Background: an optimization exercise with open tools, aiming at small area, a short achievable clock period and few clock cycles. Do not read the settings as production practice. Only simulation tests tie the RTL to the original design; equivalence was not proved. Power is estimated from default activity; no workload was simulated.

==> design.v <==
package pipe_exe_pkg;
    localparam logic [3:0] ALU_ADDU = 4'b0000;
    localparam logic [3:0] ALU_SUBU = 4'b0001;
    localparam logic [3:0] ALU_ADD  = 4'b0010;
    localparam logic [3:0] ALU_SUB  = 4'b0011;
    localparam logic [3:0] ALU_AND  = 4'b0100;
    localparam logic [3:0] ALU_OR   = 4'b0101;
    localparam logic [3:0] ALU_XOR  = 4'b0110;
    localparam logic [3:0] ALU_NOR  = 4'b0111;
    localparam logic [3:0] ALU_LUI  = 4'b1000;
    localparam logic [3:0] ALU_SLT  = 4'b1010;
    localparam logic [3:0] ALU_SLTU = 4'b1011;
    localparam logic [3:0] ALU_SRA  = 4'b1100;
    localparam logic [3:0] ALU_SLL  = 4'b1110;
    localparam logic [3:0] ALU_SRL  = 4'b1111;
endpackage
module pipe_div (
    input  logic [31:0] r,
    input  logic [33:0] d,
    output logic        q,
    output logic [31:0] r_nx
);
    logic [33:0] g, p, gg, pp, gn, pn;
    logic [31:0] t;
    always_comb begin
        g  = {2'b00, r} & ~d;
        p  = {2'b00, r} ^ ~d;
        gg = g;
        pp = p;
        for (int k = 1; k < 34; k = k * 2) begin
            gn = gg;
            pn = pp;
            for (int i = k; i < 34; i++) begin
                gn[i] = gg[i] | (pp[i] & gg[i-k]);
                pn[i] = pp[i] & pp[i-k];
            end
            gg = gn;
            pp = pn;
        end
        t[0] = ~p[0];
        for (int i = 1; i < 32; i++) t[i] = p[i] ^ (gg[i-1] | pp[i-1]);
        q    = gg[33] | pp[33];
    end
    assign r_nx = q ? t : r;
endmodule
module pipe_exe (
    input  logic        clk,
    input  logic        rst,
    input  logic        Dstall,
    input  logic        Dw_rf,
    input  logic        Dw_dm,
    input  logic        Dw_hi,
    input  logic        Dw_lo,
    input  logic        Ddiv,
    input  logic        Dsign,
    input  logic        DisGoto,
    input  logic [3:0]  Daluc,
    input  logic        Dasource,
    input  logic        Dbsource,
    input  logic [2:0]  Drfsource,
    input  logic [31:0] DRs,
    input  logic [31:0] DRt,
    input  logic [31:0] Dimm,
    input  logic [31:0] Dpc4,
    input  logic [4:0]  Drn,
    output logic [31:0] Ealu,
    output logic [4:0]  Ern,
    output logic        Ew_rf,
    output logic        Ew_dm,
    output logic        EisGoto,
    output logic [2:0]  Erfsource,
    output logic [31:0] Ehi,
    output logic [31:0] Elo,
    output logic        Ew_hi,
    output logic        Ew_lo,
    output logic [31:0] ERt,
    output logic        div_busy
);
    logic        setup_q, run_q, busy;
    logic [31:0] alu_q, rt_q;
    logic [4:0]  rn_q;
    logic [2:0]  rfs_q;
    logic        wrf_q, wdm_q, whi_q, wlo_q, goto_q;
    logic [31:0] rem_q, quo_q;
    logic [33:0] dvs_q;
    logic [3:0]  cnt_q;
    logic        rneg_q, bneg_q, qneg_q, quick_q, dz_q;
    assign busy = setup_q | run_q;
    logic [31:0] opa, opb;
    logic        goto_d;
    assign opa    = Dasource ? {27'b0, Dimm[10:6]} : DRs;
    assign opb    = Dbsource ? Dimm : DRt;
    assign goto_d = DisGoto && !Dstall;
    logic        is_sub;
    logic [31:0] bx, sum;
    logic        cout, ovf, slt, sltu;
    assign is_sub = (Daluc[3:2] == 2'b00) ? Daluc[0] : (Daluc[3:1] == 3'b101);
    assign bx     = opb ^ {32{is_sub}};
    assign {cout, sum} = {1'b0, opa} + {1'b0, bx} + {32'd0, is_sub};
    assign ovf    = (opa[31] == bx[31]) && (sum[31] != opa[31]);
    assign slt    = sum[31] ^ ovf;
    assign sltu   = !cout;
    logic [31:0] sh_x, sh_y, negq;
    logic [32:0] sh_in, sh_r, sh_l33;
    logic [4:0]  sh_amt;
    logic        sh_left, sh_fill;
    function automatic logic [31:0] rev32(input logic [31:0] v);
        for (int i = 0; i < 32; i++) rev32[i] = v[31 - i];
    endfunction
    logic is_lui;
    assign is_lui  = (Daluc == pipe_exe_pkg::ALU_LUI);
    assign sh_x    = setup_q ? negq : opb;
    assign sh_amt  = setup_q ? {cnt_q, 1'b0} : (is_lui ? 5'd16 : opa[4:0]);
    assign sh_left = setup_q || is_lui || (Daluc == pipe_exe_pkg::ALU_SLL);
    assign sh_fill = !setup_q && (Daluc == pipe_exe_pkg::ALU_SRA) && opb[31];
    assign sh_in   = {sh_left ? rev32(sh_x) : sh_x, 1'b0};
    assign sh_r    = 33'($signed({sh_fill, sh_in}) >>> sh_amt);
    assign sh_y    = sh_left ? rev32(sh_r[32:1]) : sh_r[32:1];
    assign sh_l33  = {sh_r[0], rev32(sh_r[32:1])};
    logic        f11, f01, f00;
    logic [31:0] lg;
    assign f11 = !Daluc[1];
    assign f01 = Daluc[0] ^ Daluc[1];
    assign f00 = Daluc[1] && Daluc[0];
    assign lg  = ({32{f11}} & opa & opb) | ({32{f01}} & (opa ^ opb)) | ({32{f00}} & ~(opa | opb));
    logic        s_sum, s_lg, s_sh, s_slt;
    logic [31:0] alu_y, pc8;
    assign pc8   = Dpc4 + 32'd4;
    assign s_sum = !goto_d && (Daluc[3:2] == 2'b00);
    assign s_lg  = !goto_d && (Daluc[3:2] == 2'b01);
    assign s_sh  = !goto_d && (is_lui || (Daluc[3:2] == 2'b11 && Daluc[1:0] != 2'b01));
    assign s_slt = !goto_d && (Daluc[3:1] == 3'b101);
    assign alu_y = ({32{s_sum}} & sum) | ({32{s_lg}} & lg) | ({32{s_sh}} & sh_y)
                 | {31'd0, s_slt && (Daluc[0] ? sltu : slt)} | ({32{goto_d}} & pc8);
    logic ovf_trap;
    assign ovf_trap = ovf && (Daluc == pipe_exe_pkg::ALU_ADD || Daluc == pipe_exe_pkg::ALU_SUB);
    always_ff @(posedge clk) begin
        if (rst) begin
            alu_q  <= '0;
            rt_q   <= '0;
            rn_q   <= '0;
            rfs_q  <= '0;
            wrf_q  <= 1'b0;
            wdm_q  <= 1'b0;
            whi_q  <= 1'b0;
            wlo_q  <= 1'b0;
            goto_q <= 1'b0;
        end else if (!busy) begin
            alu_q  <= alu_y;
            rt_q   <= DRt;
            rn_q   <= goto_d ? 5'd31 : Drn;
            rfs_q  <= Drfsource;
            wrf_q  <= goto_d || (Dw_rf && !Dstall && !ovf_trap);
            wdm_q  <= Dw_dm && !Dstall;
            whi_q  <= (Dw_hi || Ddiv) && !Dstall;
            wlo_q  <= (Dw_lo || Ddiv) && !Dstall;
            goto_q <= goto_d;
        end
    end
    function automatic logic [4:0] lzp(input logic [31:0] v);
        lzp = 5'd16;
        for (int i = 0; i < 16; i++) if (v[2*i] || v[2*i+1]) lzp = 5'(15 - i);
    endfunction
    logic       aneg, bneg, dz, quick;
    logic [4:0] na, nb;
    logic [5:0] pdiff;
    assign aneg  = Dsign && opa[31];
    assign bneg  = Dsign && opb[31];
    assign dz    = (opb == 32'd0);
    assign na    = lzp(aneg ? {~opa[30:0], 1'b1} : opa);
    assign nb    = lzp((opb ^ {32{bneg}}) | 32'd1);
    assign pdiff = {1'b0, nb} - {1'b0, na};
    assign quick = dz || pdiff[5];
    logic        nq_ctl, nr_ctl;
    logic [31:0] negr;
    assign nq_ctl = setup_q ? bneg_q : (qneg_q && !quick_q);
    assign nr_ctl = rneg_q && !quick_q;
    assign negq   = nq_ctl ? 32'd0 - quo_q : quo_q;
    assign negr   = nr_ctl ? 32'd0 - rem_q : rem_q;
    logic        q1, q2;
    logic [31:0] r1, r2;
    pipe_div u_s1 (.r(rem_q), .d(dvs_q),               .q(q1), .r_nx(r1));
    pipe_div u_s2 (.r(r1),    .d({1'b0, dvs_q[33:1]}), .q(q2), .r_nx(r2));
    always_ff @(posedge clk) begin
        if (rst) begin
            setup_q <= 1'b0;
            run_q   <= 1'b0;
        end else begin
            setup_q <= !busy && Ddiv && !Dstall && !quick;
            run_q   <= setup_q || (run_q && cnt_q != 4'd0);
        end
    end
    always_ff @(posedge clk) begin
        if (!busy) begin
            rem_q   <= opa;
            quo_q   <= opb;
            cnt_q   <= pdiff[3:0];
            rneg_q  <= aneg;
            bneg_q  <= bneg;
            qneg_q  <= aneg ^ bneg;
            quick_q <= quick;
            dz_q    <= dz;
        end else if (setup_q) begin
            rem_q  <= negr;
            quo_q  <= '0;
        end else begin
            rem_q  <= r2;
            quo_q  <= {quo_q[29:0], q1, q2};
            cnt_q  <= cnt_q - 4'd1;
        end
    end
    always_ff @(posedge clk) begin
        if (run_q) dvs_q <= {2'b00, dvs_q[33:2]};
        else       dvs_q <= {sh_l33, 1'b0};
    end
    always_comb begin
        Ealu      = alu_q;
        Ern       = rn_q;
        Ew_rf     = wrf_q && !busy;
        Ew_dm     = wdm_q && !busy;
        Ew_hi     = whi_q && !busy;
        Ew_lo     = wlo_q && !busy;
        EisGoto   = goto_q;
        Erfsource = rfs_q;
        ERt       = rt_q;
        Elo       = quick_q ? {32{dz_q}} : negq;
        Ehi       = negr;
        div_busy  = busy;
    end
endmodule
==> flow/run.sh <==
#!/bin/bash
# The standard layout (standard.sh), except that the port buffers are made
# from the smallest buffer cell, sky130_fd_sc_hd__buf_1, instead of the cell
# buffer_ports picks by default. Every port still gets its buffer.
set -euo pipefail
export BUFFER_PORTS_ARGS="-buffer_cell sky130_fd_sc_hd__buf_1"
bash standard.sh > standard.log 2>&1
==> standard.sh <==
#!/bin/bash
# synth_recipe.tcl (not shown) runs the flow's synth.tcl, then flattens the netlist and writes it again
# the make line also repeats each setting of config.mk as NAME=value (left out here)
make -C /OpenROAD-flow-scripts/flow DESIGN_CONFIG=/design/flow/config.mk WORK_HOME=/design/flow/orfs CLKGATE_MAP_FILE= SYNTH_SCRIPT=/design/flow/synth_recipe.tcl "${@:-finish}"
==> config.mk <==
export PLATFORM = sky130hd
export DESIGN_NAME = pipe_exe
export DESIGN_NICKNAME = pipe_exe
export VERILOG_FILES = /design/flow/design.v
export SDC_FILE = /design/flow/constraint.sdc
export NUM_CORES = 4
export LEC_CHECK = 0
export CAP_MARGIN = 20
export CORE_MARGIN = 2
export CORE_UTILIZATION = 40
export PLACE_DENSITY = 0.6
export SETUP_SLACK_MARGIN = 3
export SLEW_MARGIN = 20
==> constraint.sdc <==
create_clock -name core_clock -period 8.5 [get_ports {clk}]
set_input_delay 1.7000 -clock core_clock [delete_from_list [all_inputs] [get_ports {clk}]]
set_output_delay 1.7000 -clock core_clock [all_outputs]
set_load 0.01 [all_outputs]
==> impl_results.md, run 1 <==
* Period utilization at 64.55%
* Critical Path RT at 8.95 ns
* Post-CTS Hold Fix Bufs at 0
* Hold/Removal Path Class: reg -> reg
* Synth cell types at 106
* DR vias at 24,530
* RSZ-0062 raised after global routing: true
* Register area share after synthesis at 18.20%
* All-Layer GR Usage at 35.60%
* Synth Cell Area at 21,010 sq um
* Placed cell count at 3,729
* Routed WL at 101.2 mm
* GPL Wtd Cong at 1.025
* Net Sw Frac at 49.23%
* EDFF count, synth at 10
* Switching component of the power at 0.002881 W
* Logic pwr share at 65.2%
* Area Growth Syn to Fin at 17.90%
* Port-buffer cells at 293
* Sequential Power Share at 20.8%
* Final Cell Area at 24,770 sq um
* Mapped Cells at 2,883
* Num CTS Buffers at 17
* Cell Count, Final, Fillers Out at 3,819
* Peak supply drop at 138.4 uV
* Total grt overflow at 0
* Internal power at 0.002971 W
* Worst-Skew Late Latency at 0.51 ns
* Core box area at 51,610 sq um
* Met2 usage at 53.09%
* Worst-Margin Slew at 1.109 ns
* GRT met1 Usage at 49.43%
* Syn nets at 3,178
* Vias in the first global route at 21,880
* Avg Cell Area, Syn at 7.288 sq um
* First-pass GRT wire length at 143.6 mm
* Global-route track usage on met3 at 7.813%
* Layout filler cell count at 5,239
* Setup Viol. Count Final at 0
* Layout cell share with drive strength beyond 1 at 12.72%
* Largest net degree at the start of global routing at 81
* Final Critical Period at 5.487 ns
* Most Crowded Layer GR: met2
* DRC at 0
* Initial DRC count at 2,734
* Setup crit end kind: flop
* Worst slew margin at 23.97%
* Max FO, Critical Path at 11
* Vias per inst at 6.423
* #FFs+latches synth at 186
* Clock share of power at 14.0%
* Die width at 233.2 um
* Clock Sinks at 186
* Die area at 54,380 sq um
* Crit Path Class: reg -> reg
* I/O pin count at 294
* Post-DP HPWL at 78.45 mm
* Pwr dens at 236.2 nW/um^2
* Final setup TNS at 0 ns
* Top_reg_cell synth: dfxtp_1
* Pre-CTS setup slack at 1.404 ns
* Starting Density at 40.71%
* Warnings, synthesis at 2
* Cell area after placement at 22,710 sq um
* Status: finished clean
* H-Tree Depth at 4
* Hold Fails Final Rpt at 0
* Clk slew on worst S/H paths at 0.08 ns
* Clk buf depth at 2
* Drt wl/cell at 26.51 um
* CTS tree: done
* Async set-reset flop share out of synthesis at 0%
* Pleak at 9.801 nW
* Arrival @ worst endpoint at 5.94 ns
* Max-capacitance violation count at 0
* Startpoint types: flop
* Clock Skew at 0.01600 ns
* Slew Limit Fails at 0
* Die Y at 233.2 um
* Nets at 3,419
* Row count at 83
* Worst setup margin at 3.013 ns
* Drt pass-1 iters at 6
* Initial antenna violation count at 6
* Antenna Nets Post-Route at 0
* Max Freq at 182.2 MHz
* Final Core Density at 47.99%
* Root Driver: clkbuf_16
-- path summary, 6_finish.rpt --
path | to | slack, ns | from | cells after the start
worst max-delay path | rem_q[20] | 3.01 | rem_q[0] | 23
worst min register to register | wdm_q | 0.46 | wdm_q | 2
worst max register to register | rem_q[20] | 3.01 | rem_q[0] | 23
worst min-delay path | wdm_q | 0.46 | wdm_q | 2
-- critical path: stages, from the launching register on --
cell and delay (ns):
edfxtp_1 0.41, inv_2 0.10, ha_4 0.21, nor3_4 0.25, nor4b_4 0.10, o211ai_1 0.36, nand3_1 0.16, buf_6 0.17
a21oi_4 0.20, o21bai_4 0.10, a41oi_4 0.19, buf_12 0.17, buf_16 0.14, mux2_2 0.35, ha_1 0.34, or2_2 0.33
a41oi_2 0.27, o21bai_1 0.23, a21oi_2 0.25, nor3_1 0.09, a2111oi_2 0.46, xnor2_1 0.18, o221ai_1 0.13, o21ba_2 0.25
-- placed cells by master (no fill, tap or decap), types with 21 or more instances in the layout --
cell,netlist,layout
a21oi_1,292,277
o21ai_0,147,128
mux2_2,54,48
ha_1,141,106
nand2b_1,45,44
a22oi_1,26,24
inv_1,117,108
buf_4,6,99
mux2i_1,70,65
nor2_1,251,247
a21o_1,46,46
xor2_1,84,84
ha_4,0,28
o221ai_1,31,29
o21a_1,22,21
nand3_1,68,64
a221oi_1,56,53
o31ai_1,36,33
nand2_1,300,294
and3_1,29,27
nand4_1,26,26
a31oi_1,36,36
nor3_1,123,119
xnor2_1,135,135
dfxtp_1,176,169
a211oi_1,38,34
buf_1,20,290
o211ai_1,24,24
-- synthesized netlist by cell type, drive strengths merged (53+ instances only) --
cell type | number | area (sq um)
mux2 | 57 | 649.4
mux2i | 71 | 714.4
inv | 119 | 446.7
a221oi | 58 | 520.5
xnor2 | 135 | 1182
nand3 | 68 | 340.3
dfxtp | 176 | 3523
o21ai | 151 | 755.7
ha | 141 | 1764
nor3 | 126 | 645.6
a21oi | 293 | 1478
xor2 | 84 | 735.7
nand2 | 301 | 1132
buf | 53 | 267.8
nor2 | 252 | 953.4
clkbuf | 138 | 518.0
-- routing by layer --
| metal | part of all wire, % | wire length (um) |
|---|---|---|
| met1 | 43 | 43660 |
| met2 | 43 | 43350 |
| met3 | 9.7 | 9846 |
| met4 | 4.3 | 4340 |
| met5 | 0.027 | 27 |
-- power by group through the flow --
stage	logic (W)	clock network [W]	registers [W]
after global routing	0.00408	0.000861	0.00123
after global placement	0.00321	0	0.00122
after detailed placement	0.00322	0	0.00122
after CTS	0.00336	0.000829	0.00120
final	0.00381	0.000821	0.00122
after floorplan	0.00229	0	0.00115
-- per-stage QoR --
step | hold slack [ns] | total power (W)
floorplan | 0.4250 | 0.003440
global placement | 0.4413 | 0.004424
detailed placement | 0.4483 | 0.004443
CTS | 0.4618 | 0.005395
global route | 0.4788 | 0.006174
finish | 0.4558 | 0.005852
-- final cells by class --
class,instances,area [sq um],area share [%]
clock inverters,11,115.1,0.4647
well taps,680,850.8,3.435
diodes,3,7.507,0.03031
repair buffers,411,2187,8.830
clock buffers,20,436.7,1.763
inverters,125,475.5,1.919
multi-input cells,2383,16860,68.06
flip-flops and latches,186,3840,15.50
-- what timing repair did --
| item | CTS | global route |
|---|---|---|
| resized for setup | 71 | 130 |
| setup buffers | 17 | 33 |
| gates cloned | 2 | 4 |
| endpoints found under the setup margin | 76 | 69 |
| endpoints found under the hold margin | 0 | 0 |
| pin swaps | 11 | 43 |
-- kinds of logic after synthesis --
group / after synthesis / synth area share [%]
adder cells (fa/ha/maj): 143 / 8.587
buffers and inverters: 316 / 5.979
flip-flops: 186 / 18.20
multiplexers: 135 / 7.241
XOR/XNOR: 219 / 9.129
AND/OR/NAND/NOR: 961 / 21.69
AO/OA/AOI/OAI: 923 / 29.17
-- registers in the layout, indices dropped and copies added, names as in the netlist, 3 cells and up --
signal  count
dvs_q      34
alu_q      32
quo_q      32
rem_q      32
rt_q       32
rn_q        5
cnt_q       4
rfs_q       3
Testbench counts, summed over its fixed seeds: cycles 28,016.
==> run 2, diff against run 1 <==
--- a/config.mk
+++ b/config.mk
@@ -9,5 +9,5 @@
 export CORE_MARGIN = 2
 export CORE_UTILIZATION = 40
 export PLACE_DENSITY = 0.6
-export SETUP_SLACK_MARGIN = 3
+export SETUP_SLACK_MARGIN = 3.5
 export SLEW_MARGIN = 20
==> impl_results.md, run 2 <==
* Total grt overflow at 0 (unchanged)
* Hold Fails Final Rpt at 0 (unchanged)
* Synth Cell Area at 21,010 sq um (unchanged)
* Synth area leader: dfxtp_1 (unchanged)
* Num CTS Buffers at 17 (unchanged)
* Vias per inst at 6.407 (was 6.423)
* Die Y at 233.2 um (unchanged)
* All-Layer GR Usage at 36.55% (was 35.60%)
* Register area share after synthesis at 18.20% (unchanged)
* Starting Density at 40.71% (unchanged)
* Pwr dens at 241.2 nW/um^2 (was 236.2 nW/um^2)
* Port-buffer cells at 293 (unchanged)
* Worst-Skew Late Latency at 0.52 ns (was 0.51 ns)
* Antenna Nets Post-Route at 0 (unchanged)
* Core box area at 51,610 sq um (unchanged)
* Mapped Cells at 2,883 (unchanged)
* Syn nets at 3,178 (unchanged)
* DR WL met2 at 44.49 mm (was 43.35 mm)
* Drt pass-1 iters at 6 (unchanged)
* Hold/Removal Path Class: reg -> reg (unchanged)
* Placed cell count at 3,729 (unchanged)
* Wl on met1 at 42.47 mm (was 43.66 mm)
* Max-capacitance violation count at 0 (unchanged)
* Slowest stage delay, CP at 0.64 ns (was 0.46 ns)
* Die area at 54,380 sq um (unchanged)
* Pwr Total at 0.006210 W (was 0.005852 W)
* Setup Viol. Count Final at 0 (unchanged)
* DR vias at 24,760 (was 24,530)
* WL met3 at 11.12 mm (was 9.846 mm)
* Routed WL at 103.3 mm (was 101.2 mm)
* Clk slew on worst S/H paths at 0.08 ns (about the same)
* Area of the multi-input gates at 17,320 sq um (was 16,860 sq um)
* Commonest cells after routing, fill and taps aside: buf_1, nand2_1, a21oi_1 (was nand2_1, buf_1, a21oi_1)
* Arrival @ worst endpoint at 5.62 ns (was 5.94 ns)
* Final Critical Period at 5.201 ns (was 5.487 ns)
* Yosys top cell area share at 16.77% (unchanged)
* Max FO, Critical Path at 7 (was 11)
* Final setup TNS at 0 ns (unchanged)
* Layout filler cell count at 5,092 (was 5,239)
* First-pass GRT wire length at 147.5 mm (was 143.6 mm)
* Startpoint types: flop (unchanged)
* Most common cell after layout, fill and taps aside: buf_1 (was nand2_1)
* EDFF count, synth at 10 (unchanged)
* Post-CTS Hold Fix Bufs at 0 (unchanged)
* #FFs+latches synth at 186 (unchanged)
* Max Freq at 192.3 MHz (was 182.2 MHz)
* Post-DP HPWL at 78.48 mm (was 78.45 mm)
* Clock Skew at 0.01258 ns (was 0.01600 ns)
* Warnings, synthesis at 2 (unchanged)
* Worst slew margin at 25.57% (was 23.97%)
* Nets at 3,466 (was 3,419)
* Clock Sinks at 186 (unchanged)
* CP max-delay cell: or4_4 (was a2111oi_2)
* I/O pin count at 294 (unchanged)
* Drt wl/cell at 26.72 um (was 26.51 um)
* Avg Cell Area, Syn at 7.288 sq um (unchanged)
* RSZ-0062 raised after global routing: true (unchanged)
* Post-synth top cells: nand2_1, a21oi_1, nor2_1, dfxtp_1, o21ai_0 (unchanged)
* Die width at 233.2 um (unchanged)
* CP dominant cell by count: buf_4
* Initial antenna violation count at 7 (was 6)
* Crit Path Class: reg -> reg (unchanged)
* Max Used Layer: met5 (unchanged)
* Biggest register: dvs_q (unchanged)
* Row count at 83 (unchanged)
* Count leader, synth: nand2_1 (unchanged)
* Critical Path RT at 8.92 ns (was 8.95 ns)
* Slew Limit Fails at 0 (unchanged)
* Status: finished clean (unchanged)
* Worst-Margin Slew at 1.112 ns (was 1.109 ns)
* Synth cell types at 106 (unchanged)
* Layout cell share with drive strength beyond 1 at 16.93% (was 12.72%)
* Peak supply drop at 140.2 uV (was 138.4 uV)
* Async set-reset flop share out of synthesis at 0% (unchanged)
* DRC at 0 (unchanged)
* Setup crit end kind: flop (unchanged)
* Largest net degree at the start of global routing at 81 (unchanged)
* Root Driver: clkbuf_16 (unchanged)
* Clk buf depth at 2 (unchanged)
* CTS tree: done (unchanged)
* Pleak at 10.29 nW (was 9.801 nW)
* Period utilization at 61.19% (was 64.55%)
* Cell Count, Final, Fillers Out at 3,865 (was 3,819)
* Leading post-synthesis cells by cell area: dfxtp_1, ha_1, a21oi_1, xnor2_1, nand2_1 (unchanged)
* GPL Wtd Cong at 1.030 (was 1.025)
* Initial DRC count at 2,734 (unchanged)
* Max reg flops at 34 (unchanged)
* Vias in the first global route at 22,920 (was 21,880)
* Area Growth Syn to Fin at 22.53% (was 17.90%)
* Top_reg_cell synth: dfxtp_1 (unchanged)
* H-Tree Depth at 4 (unchanged)
* Register area at 3847 sq um (was 3840 sq um)
-- run 2: cell counts after synthesis --
Identical to the previous run, type by type.
-- run 2: layer usage --
layer,GRT usage (%),vias to the layer above
met1,47.94,11910
met4,16.52,8
met5,0.6434,-
li1,-,11210
met2,54.87,1359
met3,10.89,274
-- run 2: through the flow --
| stage | hold slack, ns | setup slack (ns) | area, sq um | util (%) |
|---|---|---|---|---|
| 6_report | 0.4558 | 3.299 | 25740 | 49.88 |
| 4_1_cts | 0.4599 | 3.322 | 24750 | 47.96 |
| 5_1_grt | 0.4792 | 3.163 | 25740 | 49.88 |
| 3_5_place_dp | 0.4462 | 1.934 | 22820 | 44.22 |
| 2_1_floorplan | 0.4250 | 3.510 | 21140 | - |
| 3_3_place_gp | 0.4387 | 2.077 | 22820 | 44.22 |
-- run 2: worst max-delay path: cells and delay by family (launching register included) --
family | cells | cell delay [ns]
buffers and inverters | 10 | 1.08
xor gates and xnor gates | 1 | 0.11
and+or+nand+nor | 6 | 1.44
DFF | 1 | 0.35
AOI/OAI and AO/OA | 6 | 1.05
adders and majority gates | 2 | 0.68
muxes | 1 | 0.36
-- run 2: cell type report --
class	count	share of cell area, %
multi-input cells	2382	67.29
flip-flops and latches	186	14.94
repair buffers	459	10.25
well taps	680	3.305
clock buffers	21	1.910
inverters	125	1.910
clock inverters	11	0.3791
diodes	1	0.009720
-- run 2: cells by family (layout without fill, tap and decap cells) --
logic type / count (synthesis) / in the layout / synth area share (%)
multiplexers: 135 / 135 / 7.241
flip-flops: 186 / 186 / 18.20
XOR/XNOR: 219 / 219 / 9.129
AO/OA/AOI/OAI: 923 / 923 / 29.17
buffers and inverters: 316 / 616 / 5.979
AND/OR/NAND/NOR: 961 / 962 / 21.69
adder cells (fa/ha/maj): 143 / 143 / 8.587
other: 0 / 1 / 0
-- run 2: worst paths after layout --
check	startpoint	to	slack, ns	cells after the start
setup / recovery	dvs_q[5]	rem_q[30]	3.30	26
hold / removal	wdm_q	wdm_q	0.46	2
setup reg to reg	dvs_q[5]	rem_q[30]	3.30	26
hold reg to reg	wdm_q	wdm_q	0.46	2
-- run 2: repair_timing --
action,in CTS,in global routing
gates resized for setup,184,133
setup endpoints to repair,108,81
buffers inserted,52,45
endpoints found under the hold margin,0,0
pin swaps,56,60
cloned,4,2
-- run 2: report_power, final --
part	internal [W]	total (W)	switching (W)
Clock	0.000425	0.000866	0.000440
Sequential	0.00103	0.00122	0.000189
Combinational	0.00171	0.00413	0.00242
==> run 3, diff against run 2 <==
--- a/config.mk
+++ b/config.mk
@@ -9,5 +9,5 @@
 export CORE_MARGIN = 2
 export CORE_UTILIZATION = 40
 export PLACE_DENSITY = 0.6
-export SETUP_SLACK_MARGIN = 3.5
+export SETUP_SLACK_MARGIN = 3.25
 export SLEW_MARGIN = 20
==> impl_results.md, run 3 <==
* Hold Fails Final Rpt at 0 (unchanged)
* Yosys top cell area share at 16.77% (unchanged)
* Initial antenna violation count at 4 (was 7)
* Num CTS Buffers at 17 (unchanged)
* Pwr dens at 240.1 nW/um^2 (was 241.2 nW/um^2)
* Worst-Skew Late Latency at 0.52 ns (about the same)
* CP max-delay cell: or4_4 (unchanged)
* Arrival @ worst endpoint at 5.73 ns (was 5.62 ns)
* Initial DRC count at 3,160 (was 2,734)
* First-pass GRT wire length at 145.5 mm (was 147.5 mm)
* Critical Path RT at 8.90 ns (was 8.92 ns)
* Final Critical Period at 5.325 ns (was 5.201 ns)
* Syn nets at 3,178 (unchanged)
* Worst reg2reg path depth at 25 (was 26)
* Vias per inst at 6.388 (was 6.407)
* Setup Viol. Count Final at 0 (unchanged)
* Die Y at 233.2 um (unchanged)
* Final setup TNS at 0 ns (unchanged)
* Core box area at 51,610 sq um (unchanged)
* Cell family with most CP delay: compound AO/OA/AOI/OAI gates (was simple AND/OR/NAND/NOR gates)
* Post-synth top cells: nand2_1, a21oi_1, nor2_1, dfxtp_1, o21ai_0 (unchanged)
* H-Tree Depth at 4 (unchanged)
* Warnings, synthesis at 2 (unchanged)
* Synth Cell Area at 21,010 sq um (unchanged)
* DRC at 0 (unchanged)
* Drt pass-1 iters at 6 (unchanged)
* Crit Path Class: reg -> reg (unchanged)
* Hold WS at 0.4602 ns (was 0.4558 ns)
* Mapped Cells at 2,883 (unchanged)
* Placed cell count at 3,727 (was 3,729)
* Row count at 83 (unchanged)
* Worst r2r src: dvs_q[10] (was dvs_q[5])
* Antenna Nets Post-Route at 0 (unchanged)
* Hold EP: rt_q[20] (was wdm_q)
* Nets at 3,428 (was 3,466)
* Commonest cells after routing, fill and taps aside: nand2_1, buf_1, a21oi_1 (was buf_1, nand2_1, a21oi_1)
* Leading post-synthesis cells by cell area: dfxtp_1, ha_1, a21oi_1, xnor2_1, nand2_1 (unchanged)
* Synth area leader: dfxtp_1 (unchanged)
* Peak supply drop at 134.7 uV (was 140.2 uV)
* Routed WL at 101.6 mm (was 103.3 mm)
* Avg Cell Area, Syn at 7.288 sq um (unchanged)
* Cell Count, Final, Fillers Out at 3,829 (was 3,865)
* Status: finished clean (unchanged)
* Startpoint types: flop (unchanged)
* DR vias at 24,460 (was 24,760)
* Setup crit end kind: flop (unchanged)
* All-Layer GR Usage at 35.98% (was 36.55%)
* CTS tree: done (unchanged)
* Worst-Margin Slew at 1.170 ns (was 1.112 ns)
* Number of stages on the worst hold path at 2 (unchanged)
* Hold/Removal Path Class: reg -> reg (unchanged)
* Pleak at 9.917 nW (was 10.29 nW)
* Worst Path Buf+Inv at 6 (was 10)
* Die width at 233.2 um (unchanged)
* Max reg flops at 34 (unchanged)
* Root Driver: clkbuf_16 (unchanged)
* Drt wl/cell at 26.54 um (was 26.72 um)
* Count leader, synth: nand2_1 (unchanged)
* Max Freq at 187.8 MHz (was 192.3 MHz)
* Hold_sp: rt_q[20] (was wdm_q)
* Area Growth Syn to Fin at 18.81% (was 22.53%)
* RSZ-0062 raised after global routing: true (unchanged)
* Total grt overflow at 0 (unchanged)
* Clk slew on worst S/H paths at 0.08 ns (about the same)
* Die area at 54,380 sq um (unchanged)
* R2R setup slack at 3.17 ns (was 3.30 ns)
* Most common cell after layout, fill and taps aside: nand2_1 (was buf_1)
* Biggest register: dvs_q (unchanged)
* R2R Path End: rem_q[14] (was rem_q[30])
* Vias in the first global route at 22,370 (was 22,920)
* Max FO, Critical Path at 12 (was 7)
* Post-CTS Hold Fix Bufs at 0 (unchanged)
* Port-buffer cells at 293 (unchanged)
* Async set-reset flop share out of synthesis at 0% (unchanged)
* GPL Wtd Cong at 1.016 (was 1.030)
* Worst slew margin at 19.79% (was 25.57%)
* Post-DP HPWL at 77.42 mm (was 78.48 mm)
* Clk buf depth at 2 (unchanged)
* Register area share after synthesis at 18.20% (unchanged)
* I/O pin count at 294 (unchanged)
* Synth cell types at 106 (unchanged)
* Final Core Density at 48.36% (was 49.88%)
* #FFs+latches synth at 186 (unchanged)
* EDFF count, synth at 10 (unchanged)
* Clock Skew at 0.01663 ns (was 0.01258 ns)
* Layout cell share with drive strength beyond 1 at 13.25% (was 16.93%)
* Slew Limit Fails at 0 (unchanged)
* CP dominant cell by count: buf_12 (was buf_4)
* Largest net degree at the start of global routing at 81 (unchanged)
* Starting Density at 40.71% (unchanged)
* Top_reg_cell synth: dfxtp_1 (unchanged)
* Max-capacitance violation count at 0 (unchanged)
* Period utilization at 62.65% (was 61.19%)
* Clock Sinks at 186 (unchanged)
* Slowest stage delay, CP at 0.53 ns (was 0.64 ns)
[run 3: cell counts after synthesis]
No cell type changed its count.
[run 3: cells by family (layout without fill, tap and decap cells)]
kind of cell    Yosys count  count (layout)  share of synthesized area, %
simple gates            961             962                         21.69
compound gates          923             923                         29.17
buf+inv                 316             578                         5.979
xor+xnor                219             219                         9.129
flops                   186             186                         18.20
fa+ha+maj               143             143                         8.587
mux                     135             135                         7.241
other cells               0               3                             0
[run 3: power breakdown]
part           internal (W)  switching (W)  leakage [nW]
logic               0.00158        0.00233          8.05
clock network      0.000416       0.000449         0.283
registers           0.00103       0.000188          1.58
[run 3: metrics by stage]
stage	cell area, sq um	total power (W)	setup slack (ns)
final	24960	0.005994	3.175
after global routing	24960	0.006317	3.003
after CTS	24090	0.005579	3.251
after detailed placement	22700	0.004427	1.349
after global placement	22700	0.004413	1.472
after floorplan	21020	0.003445	3.289
[run 3: routing by layer]
metal	share of wire, %	global-route usage, %
met1	42	49.82
met2	44	54.71
met3	10	7.007
met4	4.2	13.89
met5	0.0079	0
[run 3: what timing repair did]
item	4_1_cts	5_1_grt
gates cloned	2	2
pin swaps	22	52
endpoints found under the hold margin	0	0
resized for setup	122	106
buffers inserted	20	43
setup endpoints to repair	93	91
[run 3: cell type report]
class	count	area, sq um
fillers	5271	26650
multi-input cells	2382	16940
flip-flops and latches	186	3837
repair buffers	421	2277
well taps	680	850.8
inverters	125	476.7
clock buffers	18	429.2
clock inverters	14	147.6
diodes	3	7.507
[run 3: worst max path at each step]
stage / startpoint / end / slack [ns] / cells past startpoint
4_1_cts: Daluc[0] / alu_q[0] / 3.25 / 16
2_1_floorplan: rem_q[0] / rem_q[4] / 3.29 / 25
3_5_place_dp: rem_q[11] / rem_q[24] / 1.35 / 20
5_1_grt: dvs_q[14] / rem_q[18] / 3.00 / 26
6_report: dvs_q[10] / rem_q[14] / 3.17 / 25
3_3_place_gp: rem_q[11] / rem_q[24] / 1.47 / 20
[run 3: worst min-delay path, delay by kind of cell (launching register included)]
family,cells,cell delay [ns]
DFF,1,0.31
and+or+nand+nor,1,0.05
AOI/OAI and AO/OA,1,0.05
==> run 4, diff against run 3 <==
--- a/design.v
+++ b/design.v
@@ -84,7 +84,7 @@
     logic [31:0] rem_q, quo_q;
     logic [33:0] dvs_q;
     logic [3:0]  cnt_q;
-    logic        rneg_q, bneg_q, qneg_q, quick_q, dz_q;
+    logic        rneg_q, nqc_q, qneg_q, quick_q, dz_q;
     assign busy = setup_q | run_q;
     logic [31:0] opa, opb;
     logic        goto_d;
@@ -171,12 +171,9 @@
     assign nb    = lzp((opb ^ {32{bneg}}) | 32'd1);
     assign pdiff = {1'b0, nb} - {1'b0, na};
     assign quick = dz || pdiff[5];
-    logic        nq_ctl, nr_ctl;
     logic [31:0] negr;
-    assign nq_ctl = setup_q ? bneg_q : (qneg_q && !quick_q);
-    assign nr_ctl = rneg_q && !quick_q;
-    assign negq   = nq_ctl ? 32'd0 - quo_q : quo_q;
-    assign negr   = nr_ctl ? 32'd0 - rem_q : rem_q;
+    assign negq   = nqc_q  ? 32'd0 - quo_q : quo_q;
+    assign negr   = rneg_q ? 32'd0 - rem_q : rem_q;
     logic        q1, q2;
     logic [31:0] r1, r2;
     pipe_div u_s1 (.r(rem_q), .d(dvs_q),               .q(q1), .r_nx(r1));
@@ -195,14 +192,15 @@
             rem_q   <= opa;
             quo_q   <= opb;
             cnt_q   <= pdiff[3:0];
-            rneg_q  <= aneg;
-            bneg_q  <= bneg;
+            rneg_q  <= aneg && !quick;
+            nqc_q   <= bneg && !quick;
             qneg_q  <= aneg ^ bneg;
             quick_q <= quick;
             dz_q    <= dz;
         end else if (setup_q) begin
             rem_q  <= negr;
             quo_q  <= '0;
+            nqc_q  <= qneg_q;
         end else begin
             rem_q  <= r2;
             quo_q  <= {quo_q[29:0], q1, q2};
==> impl_results.md, run 4 <==
* Status: finished clean (unchanged)
* Slew Limit Fails at 0 (unchanged)
* Final setup TNS at 0 ns (unchanged)
* Max Freq at 191.1 MHz (was 187.8 MHz)
* Row count at 85 (was 83)
* Biggest register: dvs_q (unchanged)
* Die Y at 236.4 um (was 233.2 um)
* Warnings, synthesis at 2 (unchanged)
* Hold Fails Final Rpt at 0 (unchanged)
* EDFF count, synth at 10 (unchanged)
* Period utilization at 61.55% (was 62.65%)
* Commonest cells after routing, fill and taps aside: nand2_1, buf_1, nor2_1 (was nand2_1, buf_1, a21oi_1)
* Final Critical Period at 5.232 ns (was 5.325 ns)
* DR vias at 25,120 (was 24,460)
* Root Driver: clkbuf_16 (unchanged)
* Initial antenna violation count at 7 (was 4)
* Vias in the first global route at 23,570 (was 22,370)
* Arrival @ worst endpoint at 5.63 ns (was 5.73 ns)
* Number of stages on the worst hold path at 2 (unchanged)
* Crit Path Class: reg -> reg (unchanged)
* Worst reg2reg path depth at 22 (was 25)
* Max reg flops at 34 (unchanged)
* Synth cell types at 116 (was 106)
* Synth area leader: dfxtp_1 (unchanged)
* Die width at 236.4 um (was 233.2 um)
* Setup crit end kind: flop (unchanged)
* Clk slew on worst S/H paths at 0.08 ns (about the same)
* Simple-gate share of the synthesized area at 22.83% (was 21.69%)
* Avg Cell Area, Syn at 7.399 sq um (was 7.288 sq um)
* Multiplexer share of the synthesized area at 7.463% (was 7.242%)
* Async set-reset flop share out of synthesis at 0% (unchanged)
* Clock Sinks at 186 (unchanged)
* Total grt overflow at 0 (unchanged)
* Area Growth Syn to Fin at 14.06% (was 18.81%)
* Max Used Layer: met5 (unchanged)
* CTS tree: done (unchanged)
* Worst slew margin at 25.34% (was 19.79%)
* First-pass GRT wire length at 147.4 mm (was 145.5 mm)
* Clk buf depth at 2 (unchanged)
* DR WL met2 at 43.94 mm (was 44.32 mm)
* Most common cell after layout, fill and taps aside: nand2_1 (unchanged)
* Drt wl/cell at 26.15 um (was 26.54 um)
* Worst r2r src: dvs_q[7] (was dvs_q[10])
* Mapped Cells at 2,921 (was 2,883)
* Nets at 3,424 (was 3,428)
* Vias per inst at 6.540 (was 6.388)
* DRC at 0 (unchanged)
* Worst-Skew Late Latency at 0.51 ns (was 0.52 ns)
* Top_reg_cell synth: dfxtp_1 (unchanged)
* Drt pass-1 iters at 8 (was 6)
* Routed WL at 100.4 mm (was 101.6 mm)
* Wl on met1 at 41.48 mm (was 42.80 mm)
* All-Layer GR Usage at 34.57% (was 35.98%)
* Num CTS Buffers at 17 (unchanged)
* GPL Wtd Cong at 1.015 (was 1.016)
* Post-synthesis adder-cell area fraction at 8.348% (was 8.587%)
* Post-synth top cells: nand2_1, nor2_1, a21oi_1, o21ai_0, dfxtp_1 (was nand2_1, a21oi_1, nor2_1, dfxtp_1, o21ai_0)
* Hold WS at 0.4575 ns (was 0.4602 ns)
* Max FO, Critical Path at 20 (was 12)
* Worst-Margin Slew at 1.098 ns (was 1.170 ns)
* WL met3 at 9.771 mm (was 10.26 mm)
* Setup Viol. Count Final at 0 (unchanged)
* Compound-Gate Fraction of Synth Area at 29.73% (was 29.17%)
* Critical Path RT at 8.90 ns (about the same)
* Peak supply drop at 180.2 uV (was 134.7 uV)
* Syn nets at 3,216 (was 3,178)
* Synth Area in XOR/XNOR at 7.781% (was 9.129%)
* Max-capacitance violation count at 0 (unchanged)
* Critical path origin: dvs_q[7] (was dvs_q[10])
* Register area share after synthesis at 17.69% (was 18.20%)
* Initial DRC count at 2,816 (was 3,160)
* Layout cell share with drive strength beyond 1 at 11.23% (was 13.25%)
* Hold/Removal Path Class: reg -> reg (unchanged)
* Yosys top cell area share at 16.30% (was 16.77%)
* RSZ-0062 raised after global routing: true (unchanged)
* Antenna Nets Post-Route at 0 (unchanged)
* H-Tree Depth at 4 (unchanged)
* Synth Cell Area at 21,610 sq um (was 21,010 sq um)
* Post-DP HPWL at 77.14 mm (was 77.42 mm)
* Largest net degree at the start of global routing at 82 (was 81)
* Startpoint types: flop (unchanged)
* Clock Skew at 0.01755 ns (was 0.01663 ns)
* Pleak at 9.424 nW (was 9.917 nW)
* Pwr dens at 220.1 nW/um^2 (was 240.1 nW/um^2)
* Starting Density at 40.32% (was 40.71%)
* #FFs+latches synth at 186 (unchanged)
* Die area at 55,910 sq um (was 54,380 sq um)
* Core box area at 53,600 sq um (was 51,610 sq um)
* I/O pin count at 294 (unchanged)
* Largest family of logic cells by synthesized area: compound AO/OA/AOI/OAI gates (unchanged)
* Port-buffer cells at 293 (unchanged)
* Leading post-synthesis cells by cell area: dfxtp_1, ha_1, nand2_1, xnor2_1, a21oi_1 (was dfxtp_1, ha_1, a21oi_1, xnor2_1, nand2_1)
* Count leader, synth: nand2_1 (unchanged)
* Hold_sp: rt_q[19] (was rt_q[20])
==> run 4: changes by cell type in the layout (fill, tap and decap cells not counted), moves of 13 or more <==
| cell | before | now |
|---|---|---|
| o21ai_0 | 127 | 173 |
| ha_4 | 23 | 1 |
| o31ai_1 | 33 | 46 |
| a21oi_1 | 275 | 196 |
| a211oi_1 | 33 | 46 |
| ha_1 | 113 | 138 |
| nand3_1 | 63 | 102 |
| nor4_1 | 7 | 22 |
| buf_4 | 110 | 88 |
| nor3_1 | 118 | 99 |
| nor2_1 | 248 | 226 |
| xor2_1 | 84 | 65 |
==> run 4: metal layers <==
layer / vias up / global-route usage, %
li1: 11360 / -
met1: 12110 / 45.21
met3: 254 / 7.384
met2: 1381 / 54.02
met4: 6 / 16.53
met5: - / 0
==> run 4: cells by family (layout without fill, tap and decap cells) <==
family / count (synthesis) / after routing
flip-flops: 186 / 186
AND/OR/NAND/NOR: 1007 / 1007
multiplexers: 141 / 141
buffers and inverters: 319 / 539
adder cells (fa/ha/maj): 143 / 143
other: 0 / 2
XOR/XNOR: 192 / 192
AO/OA/AOI/OAI: 933 / 934
==> run 4: critical path, stage by stage (launching register included) <==
cell and delay, ns:
dfxtp_1 0.35, inv_1 0.08, ha_1 0.34, a211o_1 0.31, a211o_1 0.30, o221ai_2 0.20, nand3_2 0.18, a22oi_2 0.26
a21oi_4 0.11, buf_6 0.20, mux2_2 0.31, ha_1 0.33, o21a_1 0.22, o221ai_4 0.15, o21ai_4 0.27, o2111ai_4 0.15
nand3_2 0.12, nand3_2 0.13, a211oi_4 0.25, buf_4 0.19, nor2_1 0.07, buf_6 0.22, a221o_1 0.37
==> run 4: area by class of cell <==
cell class / count / area, sq um
well taps: 696 / 870.8
diodes: 2 / 5.005
flip-flops and latches: 186 / 3831
clock buffers: 19 / 452.9
clock inverters: 13 / 127.6
multi-input cells: 2417 / 17040
fillers: 5474 / 28950
repair buffers: 389 / 1869
inverters: 118 / 452.9
==> run 4: metrics by stage <==
step | power (W) | instance area [sq um] | cells | setup slack (ns) | utilization [%]
finish | 0.005427 | 24650 | 3840 | 3.268 | 45.99
global route | 0.005724 | 24650 | 3838 | 3.111 | 45.98
CTS | 0.005204 | 24200 | 3820 | 3.248 | 45.15
detailed placement | 0.004269 | 23320 | 3777 | 1.853 | 43.50
floorplan | 0.003328 | 21620 | 2921 | 3.373 | -
global placement | 0.004216 | 23320 | 3777 | 2.149 | 43.50
==> run 4: what timing repair did <==
item,in CTS,in global routing
pin swaps,9,17
gates resized for setup,49,66
gates cloned,0,1
endpoints found under the setup margin,71,83
endpoints found under the hold margin,0,0
hold buffers,0,0
buffers inserted,11,16
==> run 4: worst paths after layout <==
path,endpoint,slack [ns]
setup reg to reg,rem_q[10],3.27
setup / recovery,rem_q[10],3.27
hold reg to reg,rt_q[19],0.46
hold / removal,rt_q[19],0.46
==> run 4: power breakdown <==
part           total [W]  switching, W  internal (W)
clock           0.000851      0.000447      0.000404
sequential       0.00120      0.000168       0.00103
combinational    0.00338       0.00211       0.00126
total            0.00543       0.00273       0.00270
Testbench counts of run 4, summed over its fixed seeds: cycles 28,016.
==> run 5, diff against run 4 <==
--- a/config.mk
+++ b/config.mk
@@ -8,6 +8,6 @@
 export CAP_MARGIN = 20
 export CORE_MARGIN = 2
 export CORE_UTILIZATION = 40
-export PLACE_DENSITY = 0.6
+export PLACE_DENSITY = 0.65
 export SETUP_SLACK_MARGIN = 3.25
 export SLEW_MARGIN = 20
==> impl_results.md, run 5 <==
* Status: finished clean (unchanged)
* Port-buffer cells at 293 (unchanged)
* Antenna Nets Post-Route at 0 (unchanged)
* Worst-Skew Late Latency at 0.52 ns (was 0.51 ns)
* Top_reg_cell synth: dfxtp_1 (unchanged)
* Count leader, synth: nand2_1 (unchanged)
* Setup Viol. Count Final at 0 (unchanged)
* Period utilization at 61.62% (was 61.55%)
* Initial DRC count at 3,308 (was 2,816)
* Pwr dens at 218.5 nW/um^2 (was 220.1 nW/um^2)
* H-Tree Depth at 4 (unchanged)
* Hold/Removal Path Class: reg -> reg (unchanged)
* Clock Skew at 0.02254 ns (was 0.01755 ns)
* Biggest register: dvs_q (unchanged)
* Max FO, Critical Path at 22 (was 20)
* Mapped Cells at 2,921 (unchanged)
* Warnings, synthesis at 2 (unchanged)
* CTS tree: done (unchanged)
* Nets at 3,411 (was 3,424)
* Clk slew on worst S/H paths at 0.08 ns (about the same)
* Die width at 236.4 um (unchanged)
* Num CTS Buffers at 17 (unchanged)
* Final Critical Period at 5.238 ns (was 5.232 ns)
* Commonest cells after routing, fill and taps aside: nand2_1, buf_1, nor2_1 (unchanged)
* Yosys top cell area share at 16.30% (unchanged)
* Pleak at 9.324 nW (was 9.424 nW)
* All-Layer GR Usage at 33.33% (was 34.57%)
* Final setup TNS at 0 ns (unchanged)
* Hold WS at 0.4535 ns (was 0.4575 ns)
* Largest net degree at the start of global routing at 82 (unchanged)
* Layout cell share with drive strength beyond 1 at 10.51% (was 11.23%)
* Startpoint types: primary input (was flop)
* Total grt overflow at 0 (unchanged)
* Critical Path RT at 8.92 ns (was 8.90 ns)
* I/O pin count at 294 (unchanged)
* Synth area leader: dfxtp_1 (unchanged)
* Area Growth Syn to Fin at 13.08% (was 14.06%)
* Row count at 85 (unchanged)
* DR vias at 24,730 (was 25,120)
* Register area share after synthesis at 17.69% (unchanged)
* Synth cell types at 116 (unchanged)
* Max-capacitance violation count at 0 (unchanged)
* Worst setup margin at 3.262 ns (was 3.268 ns)
* GPL Wtd Cong at 1.031 (was 1.015)
* Layout filler cell count at 5,614 (was 5,474)
* Routed WL at 97.16 mm (was 100.4 mm)
* Post-synth top cells: nand2_1, nor2_1, a21oi_1, o21ai_0, dfxtp_1 (unchanged)
* Hold Fails Final Rpt at 0 (unchanged)
* First-pass GRT wire length at 141.7 mm (was 147.4 mm)
* Avg Cell Area, Syn at 7.399 sq um (unchanged)
* Max Freq at 190.9 MHz (was 191.1 MHz)
* Initial antenna violation count at 4 (was 7)
* Arrival @ worst endpoint at 5.66 ns (was 5.63 ns)
* Async set-reset flop share out of synthesis at 0% (unchanged)
* #FFs+latches synth at 186 (unchanged)
* Clk buf depth at 2 (unchanged)
* Starting Density at 40.32% (unchanged)
* Clock Sinks at 186 (unchanged)
* Drt pass-1 iters at 6 (was 8)
* DRC at 0 (unchanged)
* Max reg flops at 34 (unchanged)
* Peak supply drop at 154.9 uV (was 180.2 uV)
* Die area at 55,910 sq um (unchanged)
* Vias in the first global route at 22,420 (was 23,570)
* Die Y at 236.4 um (unchanged)
* Vias per inst at 6.466 (was 6.540)
* Worst-Margin Slew at 1.083 ns (was 1.098 ns)
* Core box area at 53,600 sq um (unchanged)
* Pre-CTS setup slack at 2.022 ns (was 1.853 ns)
* Slew Limit Fails at 0 (unchanged)
* Most common cell after layout, fill and taps aside: nand2_1 (unchanged)
* Pwr Total at 0.005340 W (was 0.005427 W)
* EDFF count, synth at 10 (unchanged)
* Drt wl/cell at 25.40 um (was 26.15 um)
* Syn nets at 3,216 (unchanged)
* Root Driver: clkbuf_16 (unchanged)
* Synth Cell Area at 21,610 sq um (unchanged)
* Leading post-synthesis cells by cell area: dfxtp_1, ha_1, nand2_1, xnor2_1, a21oi_1 (unchanged)
* Post-CTS Hold Fix Bufs at 0 (unchanged)
* RSZ-0062 raised after global routing: true (unchanged)
* Post-DP HPWL at 74.35 mm (was 77.14 mm)
* Worst slew margin at 27.04% (was 25.34%)
* Inserted Diodes at 0 (was 2)
* Crit Path Class: in -> reg (was reg -> reg)
* Setup crit end kind: flop (unchanged)
run 5: final cells by class:
| type | instances | area (sq um) | area share [%] |
|---|---|---|---|
| Sequential cell | 186 | 3834 | 15.69 |
| Inverter | 118 | 447.9 | 1.833 |
| Tap cell | 696 | 870.8 | 3.563 |
| Timing Repair Buffer | 376 | 1775 | 7.265 |
| Clock inverter | 15 | 180.2 | 0.7373 |
| Clock buffer | 17 | 425.4 | 1.741 |
| Multi-Input combinational cell | 2417 | 16910 | 69.17 |
run 5: critical path, cell delays in order:
cell	delay, ns
buf_1	0.63
mux2_2	0.62
nand2_2	0.32
a211oi_2	0.46
nor2_1	0.13
o31ai_1	0.55
mux4_2	0.40
a21oi_1	0.16
o221a_1	0.43
a211oi_1	0.24
run 5: report_power, final:
group | total [W] | internal, W | switching, W
Combinational | 0.00326 | 0.00122 | 0.00204
Sequential | 0.00120 | 0.00103 | 0.000172
Clock | 0.000877 | 0.000445 | 0.000433
run 5: worst paths after layout:
| check | end | startpoint | depth (start not counted) | slack (ns) |
|---|---|---|---|---|
| max | alu_q[10] | Daluc[2] | 10 | 3.26 |
| min | rt_q[26] | rt_q[26] | 2 | 0.45 |
| max reg2reg | rem_q[25] | dvs_q[23] | 20 | 3.44 |
| min reg2reg | rt_q[26] | rt_q[26] | 2 | 0.45 |
run 5: per-stage QoR:
| stage | cell area (sq um) | util [%] | cells |
|---|---|---|---|
| 3_5_place_dp | 23300 | 43.48 | 3776 |
| 5_1_grt | 24440 | 45.59 | 3825 |
| 6_report | 24440 | 45.59 | 3825 |
| 2_1_floorplan | 21620 | - | 2921 |
| 3_3_place_gp | 23300 | 43.48 | 3776 |
| 4_1_cts | 24160 | 45.07 | 3818 |
run 5: logic make-up after synthesis:
family / synth area share [%]
flip-flops: 17.69
adder cells (fa/ha/maj): 8.348
buffers and inverters: 6.154
multiplexers: 7.462
AO/OA/AOI/OAI: 29.73
XOR/XNOR: 7.781
AND/OR/NAND/NOR: 22.83
run 5: repair_timing:
item	CTS	global route
pin swaps	8	13
gates cloned	1	0
buffers inserted	9	7
endpoints found under the setup margin	69	63
gates resized for setup	39	51
run 5: layer usage:
layer  global-route usage (%)  part of all wire, %  vias to the layer above
li1                         -                    -                    11320
met1                    43.46                   40                    11580
met2                    50.11                   42                     1524
met3                    8.871                   12                      307
met4                    17.55                  6.1                        6
met5                   0.3463                0.085                        -
==> run 6, diff against run 5 <==
==> run.sh (new file) <==
#!/bin/bash
# synth_recipe.tcl (not shown) runs the flow's synth.tcl, then flattens the netlist and writes it again
# the make line also repeats each setting of config.mk as NAME=value (left out here)
make -C /OpenROAD-flow-scripts/flow DESIGN_CONFIG=/design/flow/config.mk WORK_HOME=/design/flow/orfs CLKGATE_MAP_FILE= SYNTH_SCRIPT=/design/flow/synth_recipe.tcl finish
--- a/config.mk
+++ b/config.mk
@@ -8,6 +8,6 @@
 export CAP_MARGIN = 20
 export CORE_MARGIN = 2
 export CORE_UTILIZATION = 40
-export PLACE_DENSITY = 0.65
+export PLACE_DENSITY = 0.6
 export SETUP_SLACK_MARGIN = 3.25
 export SLEW_MARGIN = 20
removed: flow/run.sh
removed: standard.sh
==> impl_results.md, run 6 <==
* Status: finished clean (unchanged)
* Leading post-synthesis cells by cell area: dfxtp_1, ha_1, nand2_1, xnor2_1, a21oi_1 (unchanged)
* Yosys top cell area share at 16.30% (unchanged)
* Register area at 3839 sq um (was 3834 sq um)
* Avg Cell Area, Syn at 7.399 sq um (unchanged)
* Largest net degree at the start of global routing at 71 (was 82)
* Count leader, synth: nand2_1 (unchanged)
* Critical Path RT at 8.92 ns (about the same)
* Sequential Power Share at 20.4% (was 22.5%)
* Drt wl/cell at 27.49 um (was 25.40 um)
* Die width at 236.4 um (unchanged)
* Die area at 55,910 sq um (unchanged)
* Logic pwr share at 64.5% (was 61.0%)
* Clk slew on worst S/H paths at 0.08 ns (about the same)
* Max reg flops at 34 (unchanged)
* Commonest cells after routing, fill and taps aside: nand2_1, clkdlybuf4s50_1, nor2_1 (was nand2_1, buf_1, nor2_1)
* GPL Wtd Cong at 0.9997 (was 1.031)
* Vias in the first global route at 23,850 (was 22,420)
* Routed WL at 106.6 mm (was 97.16 mm)
* Antenna Nets Post-Route at 0 (unchanged)
* #FFs+latches synth at 186 (unchanged)
* Drt pass-1 iters at 8 (was 6)
* Clock Skew at 0.02021 ns (was 0.02254 ns)
* DR vias at 25,440 (was 24,730)
* Critical path origin: Dasource (was Daluc[2])
* Synth cell types at 116 (unchanged)
* I/O pin count at 294 (unchanged)
* Post-CTS Hold Fix Bufs at 0 (unchanged)
* Worst r2r src: dvs_q[17] (was dvs_q[23])
* CP max-delay cell: ha_1 (was buf_1)
* RSZ-0062 raised after global routing: true (unchanged)
* DR WL met2 at 45.52 mm (was 41.23 mm)
* Period utilization at 61.56% (was 61.62%)
* Post-synth top cells: nand2_1, nor2_1, a21oi_1, o21ai_0, dfxtp_1 (unchanged)
* Area Growth Syn to Fin at 26.50% (was 13.08%)
* R2R setup slack at 3.29 ns (was 3.44 ns)
* Wl on met1 at 44.46 mm (was 38.71 mm)
* Clock Sinks at 186 (unchanged)
* Final Cell Area at 27,340 sq um (was 24,440 sq um)
* Hold Fails Final Rpt at 0 (unchanged)
* Initial antenna violation count at 6 (was 4)
* Num CTS Buffers at 17 (unchanged)
* Register area share after synthesis at 17.69% (unchanged)
* Peak supply drop at 184.2 uV (was 154.9 uV)
* Crit Path Class: in -> reg (unchanged)
* Mapped Cells at 2,921 (unchanged)
* CTS tree: done (unchanged)
* Startpoint types: primary input (unchanged)
* Biggest register: dvs_q (unchanged)
* Final setup TNS at 0 ns (unchanged)
* Hold WS at 0.4559 ns (was 0.4535 ns)
* Setup crit end kind: flop (unchanged)
* Max FO, Critical Path at 17 (was 22)
* Initial DRC count at 2,911 (was 3,308)
* Port-buffer cells at 293 (unchanged)
* All-Layer GR Usage at 36.53% (was 33.33%)
* Total grt overflow at 0 (unchanged)
* Final Critical Period at 5.232 ns (was 5.238 ns)
* Post-DP HPWL at 80.93 mm (was 74.35 mm)
* Max-capacitance violation count at 0 (unchanged)
* Clk buf depth at 2 (unchanged)
* Max Used Layer: met5 (unchanged)
* Cell area after placement at 25,190 sq um (was 23,300 sq um)
* Number of stages on the worst hold path at 2 (unchanged)
* Most common cell after layout, fill and taps aside: nand2_1 (unchanged)
* Setup Viol. Count Final at 0 (unchanged)
* Switching component of the power at 0.002833 W (was 0.002645 W)
* Net Sw Frac at 48.10% (was 49.54%)
* Vias per inst at 6.559 (was 6.466)
* WL met3 at 10.54 mm (was 11.18 mm)
* Hold_sp: rfs_q[2] (was rt_q[26])
* Max Freq at 191.1 MHz (was 190.9 MHz)
* Worst setup margin at 3.268 ns (was 3.262 ns)
* Synth Cell Area at 21,610 sq um (unchanged)
* Pleak at 10.52 nW (was 9.324 nW)
* EDFF count, synth at 10 (unchanged)
* Hold EP: rfs_q[2] (was rt_q[26])
* Worst reg2reg path depth at 24 (was 20)
* Layout filler cell count at 5,194 (was 5,614)
* Internal power at 0.003057 W (was 0.002694 W)
* Area of the multi-input gates at 17,440 sq um (was 16,910 sq um)
* Clock share of power at 15.0% (was 16.4%)
* H-Tree Depth at 4 (unchanged)
* Pre-CTS setup slack at 1.816 ns (was 2.022 ns)
* Nets at 3,464 (was 3,411)
* Hold/Removal Path Class: reg -> reg (unchanged)
* Arrival @ worst endpoint at 5.65 ns (was 5.66 ns)
* Warnings, synthesis at 2 (unchanged)
* Worst slew margin at 26.10% (was 27.04%)
* Synth area leader: dfxtp_1 (unchanged)
* Starting Density at 40.32% (unchanged)
* DRC at 0 (unchanged)
* Slew Limit Fails at 0 (unchanged)
* Async set-reset flop share out of synthesis at 0% (unchanged)
* CP cell instances: dlygate4sd2_1 > bufbuf_16 > nand2b_1 > inv_1 > ha_1 > a211oi_1 > o211ai_1 > a221oi_2 > o41ai_4 > a311oi_2 > buf_4 > o21ai_1 > xor2_1 > a21oi_1 > a311oi_1 (was buf_1 > mux2_2 > nand2_2 > a211oi_2 > nor2_1 > o31ai_1 > mux4_2 > a21oi_1 > o221a_1 > a211oi_1)
* Core box area at 53,600 sq um (unchanged)
* Worst-Margin Slew at 1.097 ns (was 1.083 ns)
* Pwr dens at 215.5 nW/um^2 (was 218.5 nW/um^2)
* Worst-Skew Late Latency at 0.52 ns (about the same)
* Syn nets at 3,216 (unchanged)
* Top_reg_cell synth: dfxtp_1 (unchanged)
* First-pass GRT wire length at 154.2 mm (was 141.7 mm)
* Row count at 85 (unchanged)
* Slowest stage delay, CP at 0.42 ns (was 0.63 ns)
* R2R Path End: rem_q[8] (was rem_q[25])
* Root Driver: clkbuf_16 (unchanged)
* Layout cell share with drive strength beyond 1 at 13.89% (was 10.51%)
* Die Y at 236.4 um (unchanged)
-- run 6: per-layer routing --
| layer | global-route usage, % | vias up |
|---|---|---|
| li1 | - | 11410 |
| met5 | 0 | - |
| met2 | 54.99 | 1509 |
| met3 | 6.249 | 291 |
| met1 | 49.69 | 12230 |
| met4 | 19.39 | 6 |
-- run 6: area by class of cell --
type	instances	share of cell area, %
Multi-Input combinational cell	2417	63.80
Timing Repair Buffer	429	15.12
Sequential cell	186	14.04
Tap cell	696	3.185
Clock buffer	19	1.657
Inverter	118	1.652
Clock inverter	13	0.5309
Antenna cell	1	0.009153
-- run 6: timing repair --
action                                  4_1_cts  5_1_grt
resized for setup                            86      120
pin swaps                                    20       30
hold endpoints to repair                      0        0
endpoints found under the setup margin      112       96
gates cloned                                  4        2
setup buffers                                37       20
-- run 6: how the worst max path moves through the flow --
stage / end / cells after the start / slack (ns)
final: alu_q[21] / 15 / 3.27
after global routing: rem_q[8] / 24 / 3.17
after global placement: alu_q[18] / 12 / 1.97
after floorplan: rem_q[0] / 22 / 3.37
after CTS: alu_q[18] / 15 / 3.24
after detailed placement: rem_q[27] / 19 / 1.82
-- run 6: worst max-delay path: cells and delay by family --
kind | cells | cell delay [ns]
fa+ha+maj | 1 | 0.42
xor+xnor | 1 | 0.32
buf+inv | 4 | 1.12
simple gates | 1 | 0.19
compound gates | 8 | 1.87
-- run 6: logic make-up (layout without fill, tap and decap cells) --
| group | Yosys count | in the layout | share of synthesized area [%] |
|---|---|---|---|
| and+or+nand+nor | 1007 | 1007 | 22.83 |
| AOI/OAI and AO/OA | 933 | 934 | 29.73 |
| buffers and inverters | 319 | 579 | 6.154 |
| xor gates and xnor gates | 192 | 192 | 7.781 |
| DFF | 186 | 186 | 17.69 |
| adders and majority gates | 143 | 143 | 8.348 |
| muxes | 141 | 141 | 7.462 |
| other | 0 | 1 | 0 |
-- run 6: power by group through the flow --
stage / Sequential [W] / Clock, W / Combinational, W
floorplan: 0.00115 / 0 / 0.00218
global placement: 0.00121 / 0 / 0.00329
detailed placement: 0.00121 / 0 / 0.00332
CTS: 0.00119 / 0.000896 / 0.00352
global route: 0.00122 / 0.000919 / 0.00403
finish: 0.00120 / 0.000886 / 0.00380
-- run 6: per-stage QoR --
stage	cells	utilization (%)	total power, W
floorplan	2921	-	0.003328
global placement	3783	46.99	0.004495
detailed placement	3783	46.99	0.004530
CTS	3856	49.63	0.005611
global route	3878	51.00	0.006170
finish	3879	51.00	0.005891

==> re-timing with driven ports <==
No port has a modelled driver above. Below, the same layouts with a new extraction and two added sets of constraints.
Step 1: set_driving_cell puts a clkbuf_16 on clk and a buf_2 on each other input, an assumption about the parent block.
Step 2 moves the port delays by t, midway between the first and last clock arrival at a register: inputs arrive t later, outputs are due t later. That takes back most of the time a late clock gives input paths.
a / b / c = ideal ports / drivers / drivers and shift; a / b = the first two.
run	t (ns)	slack for setup (ns)	worst setup path at the end	latest minus earliest clock arrival (ns)
run 1	0.561	3.013 / 3.013 / 2.459	input to register	0.017 / 0.017
run 2	0.579	3.299 / 3.299 / 2.919	input to register	0.013 / 0.012
run 3	0.571	3.175 / 3.175 / 2.701	input to register	0.019 / 0.019
run 4	0.562	3.268 / 3.268 / 2.782	input to register	0.018 / 0.018
run 5	0.566	3.262 / 3.208 / 2.642	input to register	0.023 / 0.023
run 6	0.565	3.268 / 3.285 / 2.740	input to register	0.024 / 0.024
After both steps every run listed still meets setup and hold. The setup slack of run 5, which loses most, moves by -0.054 ns with the drivers and by -0.620 ns with both steps.
